What follows belongs to an exercise in optimizing a design on an open flow for small area, a short achievable clock period and few clock cycles per item; a production flow would make more cautious choices. At most, simulation tests tie the RTL to the original design; equivalence was not proved.

==> build 17 <==
Design waveform_oscillator_soft_ramp_core, start of the top module:
module waveform_oscillator_soft_ramp_core (
  input  wire logic                 clk,
  input  wire logic                 rst,
  input  wire logic                 in_valid,
  output logic                      in_ready,
  input  wire logic signed [23:0]   in_left,
  input  wire logic signed [23:0]   in_right,
  input  wire logic                 in_block_start,
  input  wire logic                 in_soft_start,
  input  wire logic                 in_soft_stop,
  output logic                      out_valid,
  input  wire logic                 out_ready,
  output logic signed [23:0]        out_left,
  output logic signed [23:0]        out_right,
  output logic signed [15:0]        out_wave,
  input  wire logic                 cfg_valid,
  output logic                      cfg_ready,
  input  wire logic [1:0]           cfg_index,
  input  wire logic [wosr_pkg::FIELD_BITS-1:0] cfg_data
);
Settings: LEC_CHECK=0, CAP_MARGIN=20, CORE_MARGIN=2, CORE_UTILIZATION=40, SLEW_MARGIN=20, SYNTH_HIERARCHICAL=1; clock period 12.0 ns.
standard.sh (not shown) runs the stock make flow with config.mk's settings and CLKGATE_MAP_FILE= SYNTH_SCRIPT=/design/flow/synth_recipe.tcl, a recipe that flattens the netlist after the stock synthesis.
==> flow/flow/run.sh <==
#!/bin/bash
# Standard layout with a larger setup margin for the repair steps (the clock
# period and constraints stay the design's), and plain buffers on the ports.
set -euo pipefail
export SETUP_SLACK_MARGIN=6.5
export BUFFER_PORTS_ARGS="-buffer_cell sky130_fd_sc_hd__buf_2"
bash standard.sh > standard.log 2>&1
==> inputs of build 9, as changes to build 17 <==
--- a/flow/design.v
+++ b/flow/design.v
@@ -4558,10 +4558,12 @@
   logic [1:0]  waveform;
   logic [23:0] phase_step;
   logic [15:0] gain;
   logic [17:0] gain3;
   logic [23:0] pa;
+  logic        rw;
+  logic [1:0]  rw_n;
   logic [7:0]  pa_qidx;
   logic        pa_peak;
   logic        hi;
   logic [5:0]  kp;
   logic        act;
@@ -5905,11 +5907,11 @@
   assign in_ready  = v3 && !skv;
   assign acc       = in_valid && in_ready;
   assign flush     = cfg_valid;
   assign ld3       = !v3 || acc;
   assign ld2       = !v2 || ld3;
-  assign ld1       = !v1 || ld2;
+  assign ld1       = (!v1 || ld2) && !rw;
   assign mv        = e0v && (!out_valid || out_ready);
   assign e0_free   = !e0v || mv;
   wosr_wave u_wave (
     .phase    (pa),
     .qidx     (pa_qidx),
@@ -5949,19 +5951,16 @@
     if (in_block_start) q_new = in_soft_start ? 17'sd0 : $signed(q_f_sum);
     else                q_new = $signed(q_d);
     if (e0_q[16] != e0_q[15]) e0_s = e0_q[16] ? -16'sh8000 : 16'sh7fff;
     else                      e0_s = e0_q[15:0];
   end
-  logic [1:0]  n_pf;
   always_comb begin
-    n_pf  = 2'(v1) + 2'(v2) + 2'(v3 && !acc);
     pa_b  = phase_step;
     pa_c  = 24'd0;
     pa_ci = 1'b0;
-    if (flush) begin
-      unique case (n_pf)
-        2'd0: pa_b = 24'd0;
+    if (rw) begin
+      unique case (rw_n)
         2'd1: begin pa_b = ~phase_step; pa_ci = 1'b1; end
         2'd2: begin pa_b = 24'd0; pa_c = ~{phase_step[22:0], 1'b0}; pa_ci = 1'b1; end
         default: begin pa_c = ~{phase_step[21:0], 2'b00}; pa_ci = 1'b1; end
       endcase
     end
@@ -6051,10 +6050,12 @@
     if (rst) begin
       waveform   <= wosr_pkg::WAVE_SINE;
       phase_step <= wosr_pkg::DEFAULT_STEP;
       gain       <= wosr_pkg::UNITY;
       pa         <= '0;
+      rw         <= 1'b0;
+      rw_n       <= 2'd0;
       pa_qidx    <= '0;
       pa_peak    <= 1'b0;
       hi         <= 1'b1;
       kp         <= wosr_pkg::KP_MAX;
       kd         <= 9'b000110000;
@@ -6072,11 +6073,17 @@
           wosr_pkg::REG_PHASE_STEP: phase_step <= cfg_data;
           wosr_pkg::REG_GAIN:       gain       <= cfg_data[15:0];
           default: ;
         endcase
       end
-      if (flush || ld1) begin
+      if (flush) begin
+        rw   <= (v1 || v2 || v3);
+        rw_n <= 2'(v1) + 2'(v2) + 2'(v3);
+      end else begin
+        rw   <= 1'b0;
+      end
+      if (rw || (ld1 && !flush)) begin
         pa      <= pa_load;
         pa_qidx <= qidx_load;
         pa_peak <= peak_load;
       end
       if (flush) begin
==> flow/flow/run.sh (replaced) <==
#!/bin/bash
# Standard layout with a larger setup margin for the repair steps (the clock
# period and constraints stay the design's), resizing not tied to the cell
# footprint, and plain buffers on the ports.
set -euo pipefail
export SETUP_SLACK_MARGIN=6.8
export BUFFER_PORTS_ARGS="-buffer_cell sky130_fd_sc_hd__buf_2"
bash standard.sh MATCH_CELL_FOOTPRINT=0 finish > standard.log 2>&1
==> run_results.csv <==
group,metric,value,unit
floorplan,die_x,333,um
layout,n_sequential_cell,464,
detailed_routing,dr_wl_met2,54700,um
detailed_routing,firstDrtPassIters,8,
layout,layout-drive-gt1-share,22.4,%
detailed_routing,vias,30400,
hold_path,worstHoldEndpoint,"gain[4]",
synth,synth_seq_cells,464,
worst_setup_path,worstPathArrival,7210,ps
clock_tree,ctsResizeCount,130,
status,status,"timing/DRC/antenna clean",
worst_setup_path,cpMaxStageDelayCell,"fa_2",
layout,fin_util,45.5,%
worst_setup_path,worstSetupPathDepth,23,
That was build 17.
==> run_results.csv <==
group,metric,value,unit
clock_tree,ctsResizeCount,113,
hold_path,worstHoldEndpoint,"gain[11]",
layout,layout-drive-gt1-share,21.6,%
detailed_routing,wire_per_inst,20.3,um
worst_setup_path,worstPathArrival,6540,ps
layout,fin_util,44.9,%
worst_setup_path,worstSetupPathDepth,24,
synth,synth_seq_cells,467,
floorplan,die_x,333,um
detailed_routing,firstDrtPassIters,6,
synth,synthAdderAreaFrac,26.4,%
grt,track_usage,19.2,%
synth,syn_avg_cell_area,10.9,sq um
status,status,"timing/DRC/antenna clean",
detailed_routing,dr_wl_met2,52700,um
detailed_routing,vias,30400,
That was build 9.
Function was not checked in any run of this note: the RTL went through the layout flow alone.


==> job 2142 <==
waveform_oscillator_soft_ramp_core, a different RTL version from the one above (not shown whole).
clock: 12.0 ns
lec_check: 0
cap_margin: 20
core_margin: 2
core_utilization: 40
slew_margin: 20
synth_hierarchical: 1
==> flow/flow/run.sh <==
#!/bin/bash
# Standard layout with a larger setup margin for the repair steps (the clock
# period and constraints stay the design's), resizing not tied to the cell
# footprint, and plain buffers on the ports.
set -euo pipefail
export SETUP_SLACK_MARGIN=6.8
export BUFFER_PORTS_ARGS="-buffer_cell sky130_fd_sc_hd__buf_2"
bash standard.sh MATCH_CELL_FOOTPRINT=0 finish > standard.log 2>&1
==> job 3730 (differences from job 2142) <==
==> flow/run.sh (new file) <==
#!/bin/bash
# synth_recipe.tcl (not shown) runs the flow's synth.tcl, then flattens the netlist and writes it again
# the make line also repeats each setting of config.mk as NAME=value (left out here)
make -C /OpenROAD-flow-scripts/flow DESIGN_CONFIG=/design/flow/config.mk WORK_HOME=/design/flow/orfs CLKGATE_MAP_FILE= SYNTH_SCRIPT=/design/flow/synth_recipe.tcl finish
removed: flow/flow/run.sh
removed: flow/standard.sh
==> out/qor.csv <==
metric;value;unit
CP Buf/Inv Count;1;
run status;timing/DRC/antenna clean;
R2R Setup Slk;6170;ps
final instance area;49700;sq um
Worst Hold End;p0[11];
most frequent cells in the layout;fa_1 (426), nand2_1 (329), edfxtp_1 (316);
Core Util, Final;0.456;
largest net degree at the start of global routing;79;
crit-path max cell delay;590;ps
vias in the first global route;34200;
initial antenna violation count;1;
met2 usage;0.382;
the above is filed under job 2142

==> out/qor.csv <==
metric;value;unit
run status;timing/DRC/antenna clean;
most numerous cell in the Yosys netlist;fa_1;
Slew Limit Fails;0;
Root Driver;clkbuf_16;
R2R Setup Slk;5630;ps
clock buffer count from CTS;53;
crit-path max cell delay;820;ps
final instance area;47600;sq um
most frequent cells in the layout;fa_1 (470), nand2_1 (330), and2_1 (321);
Post-Syn Instances;4266;
CP Buf/Inv Count;0;
initial antenna violation count;2;
met2 usage;0.366;
max reg flops;42;
Die Area;113000;sq um
Inverters;157;
Worst Hold End;kd[2];
die height;335;um
vias in the first global route;33300;
type of destination of the critical path;flop;
the above is filed under job 3730

Testbench counts of job 2142, summed over its fixed seeds: cycles 8,352, items 8,192.
Testbench counts of job 3730, summed over its fixed seeds: cycles 8,352, items 8,192.


==> maple <==
waveform_oscillator_soft_ramp_core, a different RTL version from the one above (not shown whole).
Settings: LEC_CHECK=0, ABC_AREA=1, CAP_MARGIN=20, CORE_MARGIN=2, CORE_UTILIZATION=40, SLEW_MARGIN=20, SYNTH_HIERARCHICAL=1; clock period 12.0 ns.
==> flow/flow/run.sh <==
#!/bin/bash
# Standard layout with a larger setup margin for the repair steps (the clock
# period and constraints stay the design's), resizing not tied to the cell
# footprint, and plain buffers on the ports.
set -euo pipefail
export SETUP_SLACK_MARGIN=7.5
export BUFFER_PORTS_ARGS="-buffer_cell sky130_fd_sc_hd__buf_2"
bash standard.sh MATCH_CELL_FOOTPRINT=0 finish > standard.log 2>&1
==> juniper (differences from maple) <==
--- a/flow/design.v
+++ b/flow/design.v
@@ -5904,30 +5904,17 @@
   assign ad_y666 = ad_p588 ^ ad_G622;
   assign ad_y667 = ad_p590 ^ ad_G648;
   assign pa_next = {ad_y225, ad_y224, ad_y223, ad_y222, ad_y221, ad_y220, ad_y219, ad_y218, ad_y217, ad_y216, ad_y215, ad_y214, ad_y213, ad_y212, ad_y211, ad_y210, ad_y209, ad_y208, ad_y207, ad_y206, ad_y205, ad_y204, ad_y203, ad_y202};
   assign q_f_sum = {ad_y331, ad_y330, ad_y329, ad_y328, ad_y327, ad_y326, ad_y325, ad_y324, ad_y323, ad_y322, ad_y321, ad_y320, ad_y319, ad_y318, ad_y317, ad_y316, ad_y315};
   assign hl_sum  = {ad_y443, ad_y442, ad_y441, ad_y440, ad_y439, ad_y438, ad_y437, ad_y436, ad_y435, ad_y434, ad_y433, ad_y432, ad_y431, ad_y430, ad_y429, ad_y428};
   assign hr_sum  = {ad_y555, ad_y554, ad_y553, ad_y552, ad_y551, ad_y550, ad_y549, ad_y548, ad_y547, ad_y546, ad_y545, ad_y544, ad_y543, ad_y542, ad_y541, ad_y540};
   assign gain3_next = {ad_y667, ad_y666, ad_y665, ad_y664, ad_y663, ad_y662, ad_y661, ad_y660, ad_y659, ad_y658, ad_y657, ad_y656, ad_y655, ad_y654, ad_y653, ad_y652, ad_y651, ad_y650};
   assign cfg_ready = 1'b1;
-  logic        rdy;
-  logic        v4_nx, skv_nx;
-  assign in_ready  = rdy;
-  always_comb begin
-    v4_nx = v4;
-    if (flush)    v4_nx = 1'b0;
-    else if (ld4) v4_nx = v3;
-    skv_nx = skv;
-    if (skv) begin
-      if (e0_free) skv_nx = 1'b0;
-    end else if (acc && !e0_free) begin
-      skv_nx = 1'b1;
-    end
-  end
+  assign in_ready  = v4 && !skv;
   assign acc       = in_valid && in_ready;
   assign flush     = cfg_valid;
   assign ld4       = !v4 || acc;
   assign ld3       = !v3 || ld4;
   assign ld2       = !v2 || ld3;
   assign ld1       = (!v1 || ld2) && !rw;
   assign mv        = e0v && (!out_valid || out_ready);
   assign e0_free   = !e0v || mv;
@@ -6084,17 +6071,16 @@
       kd         <= 9'b000110000;
       act        <= 1'b0;
       v1         <= 1'b0;
       v2         <= 1'b0;
       v3         <= 1'b0;
       v4         <= 1'b0;
       e0v        <= 1'b0;
       skv        <= 1'b0;
-      rdy        <= 1'b0;
       out_valid  <= 1'b0;
     end else begin
       if (cfg_valid) begin
         unique case (cfg_index)
           wosr_pkg::REG_WAVEFORM:   waveform   <= cfg_data[1:0];
           wosr_pkg::REG_PHASE_STEP: phase_step <= cfg_data;
           wosr_pkg::REG_GAIN:       gain       <= cfg_data[15:0];
           default: ;
@@ -6124,18 +6110,21 @@
       end
       if (acc) begin
         hi  <= e_hi;
         act <= e_act;
         kp  <= n_kp;
         kd  <= kd_next;
       end
       if (e0_free) e0v <= skv || acc;
-      skv <= skv_nx;
-      rdy <= v4_nx && !skv_nx;
+      if (skv) begin
+        if (e0_free) skv <= 1'b0;
+      end else if (acc && !e0_free) begin
+        skv <= 1'b1;
+      end
       if (mv)             out_valid <= 1'b1;
       else if (out_ready) out_valid <= 1'b0;
     end
     gain3 <= gain3_next;
     if (ld1) begin
       s1_sx <= w_sx;
       s1_wx <= w_wx;
       s1_c  <= w_c;
==> flow/run.sh (new file) <==
#!/bin/bash
# synth_recipe.tcl (not shown) runs the flow's synth.tcl, then flattens the netlist and writes it again
# the make line also repeats each setting of config.mk as NAME=value (left out here)
make -C /OpenROAD-flow-scripts/flow DESIGN_CONFIG=/design/flow/config.mk WORK_HOME=/design/flow/orfs CLKGATE_MAP_FILE= SYNTH_SCRIPT=/design/flow/synth_recipe.tcl finish
ABC_AREA = default   (was 1)
removed: flow/flow/run.sh
removed: flow/standard.sh
==> willow (differences from maple) <==
--- a/flow/design.v
+++ b/flow/design.v
@@ -5904,30 +5904,17 @@
   assign ad_y666 = ad_p588 ^ ad_G622;
   assign ad_y667 = ad_p590 ^ ad_G648;
   assign pa_next = {ad_y225, ad_y224, ad_y223, ad_y222, ad_y221, ad_y220, ad_y219, ad_y218, ad_y217, ad_y216, ad_y215, ad_y214, ad_y213, ad_y212, ad_y211, ad_y210, ad_y209, ad_y208, ad_y207, ad_y206, ad_y205, ad_y204, ad_y203, ad_y202};
   assign q_f_sum = {ad_y331, ad_y330, ad_y329, ad_y328, ad_y327, ad_y326, ad_y325, ad_y324, ad_y323, ad_y322, ad_y321, ad_y320, ad_y319, ad_y318, ad_y317, ad_y316, ad_y315};
   assign hl_sum  = {ad_y443, ad_y442, ad_y441, ad_y440, ad_y439, ad_y438, ad_y437, ad_y436, ad_y435, ad_y434, ad_y433, ad_y432, ad_y431, ad_y430, ad_y429, ad_y428};
   assign hr_sum  = {ad_y555, ad_y554, ad_y553, ad_y552, ad_y551, ad_y550, ad_y549, ad_y548, ad_y547, ad_y546, ad_y545, ad_y544, ad_y543, ad_y542, ad_y541, ad_y540};
   assign gain3_next = {ad_y667, ad_y666, ad_y665, ad_y664, ad_y663, ad_y662, ad_y661, ad_y660, ad_y659, ad_y658, ad_y657, ad_y656, ad_y655, ad_y654, ad_y653, ad_y652, ad_y651, ad_y650};
   assign cfg_ready = 1'b1;
-  logic        rdy;
-  logic        v4_nx, skv_nx;
-  assign in_ready  = rdy;
-  always_comb begin
-    v4_nx = v4;
-    if (flush)    v4_nx = 1'b0;
-    else if (ld4) v4_nx = v3;
-    skv_nx = skv;
-    if (skv) begin
-      if (e0_free) skv_nx = 1'b0;
-    end else if (acc && !e0_free) begin
-      skv_nx = 1'b1;
-    end
-  end
+  assign in_ready  = v4 && !skv;
   assign acc       = in_valid && in_ready;
   assign flush     = cfg_valid;
   assign ld4       = !v4 || acc;
   assign ld3       = !v3 || ld4;
   assign ld2       = !v2 || ld3;
   assign ld1       = (!v1 || ld2) && !rw;
   assign mv        = e0v && (!out_valid || out_ready);
   assign e0_free   = !e0v || mv;
@@ -6084,17 +6071,16 @@
       kd         <= 9'b000110000;
       act        <= 1'b0;
       v1         <= 1'b0;
       v2         <= 1'b0;
       v3         <= 1'b0;
       v4         <= 1'b0;
       e0v        <= 1'b0;
       skv        <= 1'b0;
-      rdy        <= 1'b0;
       out_valid  <= 1'b0;
     end else begin
       if (cfg_valid) begin
         unique case (cfg_index)
           wosr_pkg::REG_WAVEFORM:   waveform   <= cfg_data[1:0];
           wosr_pkg::REG_PHASE_STEP: phase_step <= cfg_data;
           wosr_pkg::REG_GAIN:       gain       <= cfg_data[15:0];
           default: ;
@@ -6124,18 +6110,21 @@
       end
       if (acc) begin
         hi  <= e_hi;
         act <= e_act;
         kp  <= n_kp;
         kd  <= kd_next;
       end
       if (e0_free) e0v <= skv || acc;
-      skv <= skv_nx;
-      rdy <= v4_nx && !skv_nx;
+      if (skv) begin
+        if (e0_free) skv <= 1'b0;
+      end else if (acc && !e0_free) begin
+        skv <= 1'b1;
+      end
       if (mv)             out_valid <= 1'b1;
       else if (out_ready) out_valid <= 1'b0;
     end
     gain3 <= gain3_next;
     if (ld1) begin
       s1_sx <= w_sx;
       s1_wx <= w_wx;
       s1_c  <= w_c;
ABC_AREA = default   (was 1)
==> qor summary <==
quantity                                                                    maple                willow               juniper
Slowest cell on crit path                                                    fa_1                  fa_1                  ha_1
Sink of the worst hold path                                    kd[1]$_SDFFE_PP0P_  gain[2]$_SDFFE_PP0P_  gain[3]$_SDFFE_PP0P_
Run status                                                         finished clean        finished clean        finished clean
Highest cell delay on the worst timing path                               0.51 ns               0.60 ns               0.73 ns
R2r endpoint                                                    e0_q[2]$_DFFE_PN_    e0_q[14]$_DFFE_PN_    s1_wx[8]$_DFFE_PP_
Cell Rows                                                                     124                   121                   121
Most common library cell in the layout ignoring fill and taps             nand2_1              edfxtp_1              edfxtp_1
Area share of buffers outside the clock network                            5.081%                6.402%                3.883%
Max-Slew Margin vs Limit                                                   22.19%                18.18%                25.41%
Proportion of cell area occupied by multi-input gates                      55.64%                57.49%                57.86%
Flip-flop and latch count                                                     502                   501                   501
Multi-input gate area in the final layout                               28290 µm²             29240 µm²             27480 µm²
Clock transition at the registers of the reported paths                   0.07 ns               0.06 ns               0.06 ns
Testbench counts of maple, summed over its fixed seeds: cycles 8,384, items 8,192.
Testbench counts of juniper, summed over its fixed seeds: cycles 8,384, items 8,192.
Testbench counts of willow, summed over its fixed seeds: cycles 8,384, items 8,192.

[port drivers added, routing unchanged]
Ports are ideal in the flow. The routed layouts listed here were re-timed in OpenROAD.
Step 1 sets driving cells, clkbuf_16 on the clock port and buf_2 on the other inputs (assumed; they add their load-dependent delay and slew).
Step 2 times the ports against the registers' clock, not the clock port: input delays grow and output delays shrink by t, the midpoint of the rising clock arrivals with the driver on.
a / b / c = ideal / step 1 / step 2; a / b = the first two.
run	t, ns	setup slack, ns	worst register clock-pin slew, ns	cell pins on the clock port's net
build 17	0.732	5.339 / 5.331 / 4.599	0.08 / 0.08	1
build 9	0.712	5.862 / 5.862 / 5.862	0.07 / 0.07	1
job 2142	0.705	6.167 / 6.167 / 6.167	0.07 / 0.07	1
job 3730	0.704	5.628 / 5.628 / 5.628	0.06 / 0.06	1
maple	0.733	7.406 / 7.406 / 7.233	0.07 / 0.07	1
juniper	0.698	5.675 / 5.675 / 5.675	0.07 / 0.07	1
willow	0.713	7.130 / 7.130 / 7.025	0.08 / 0.08	1
After both steps setup and hold are still met in every run listed. For build 17, which loses most, drivers alone change the setup slack by -0.008 ns; drivers and shift together by -0.740 ns.
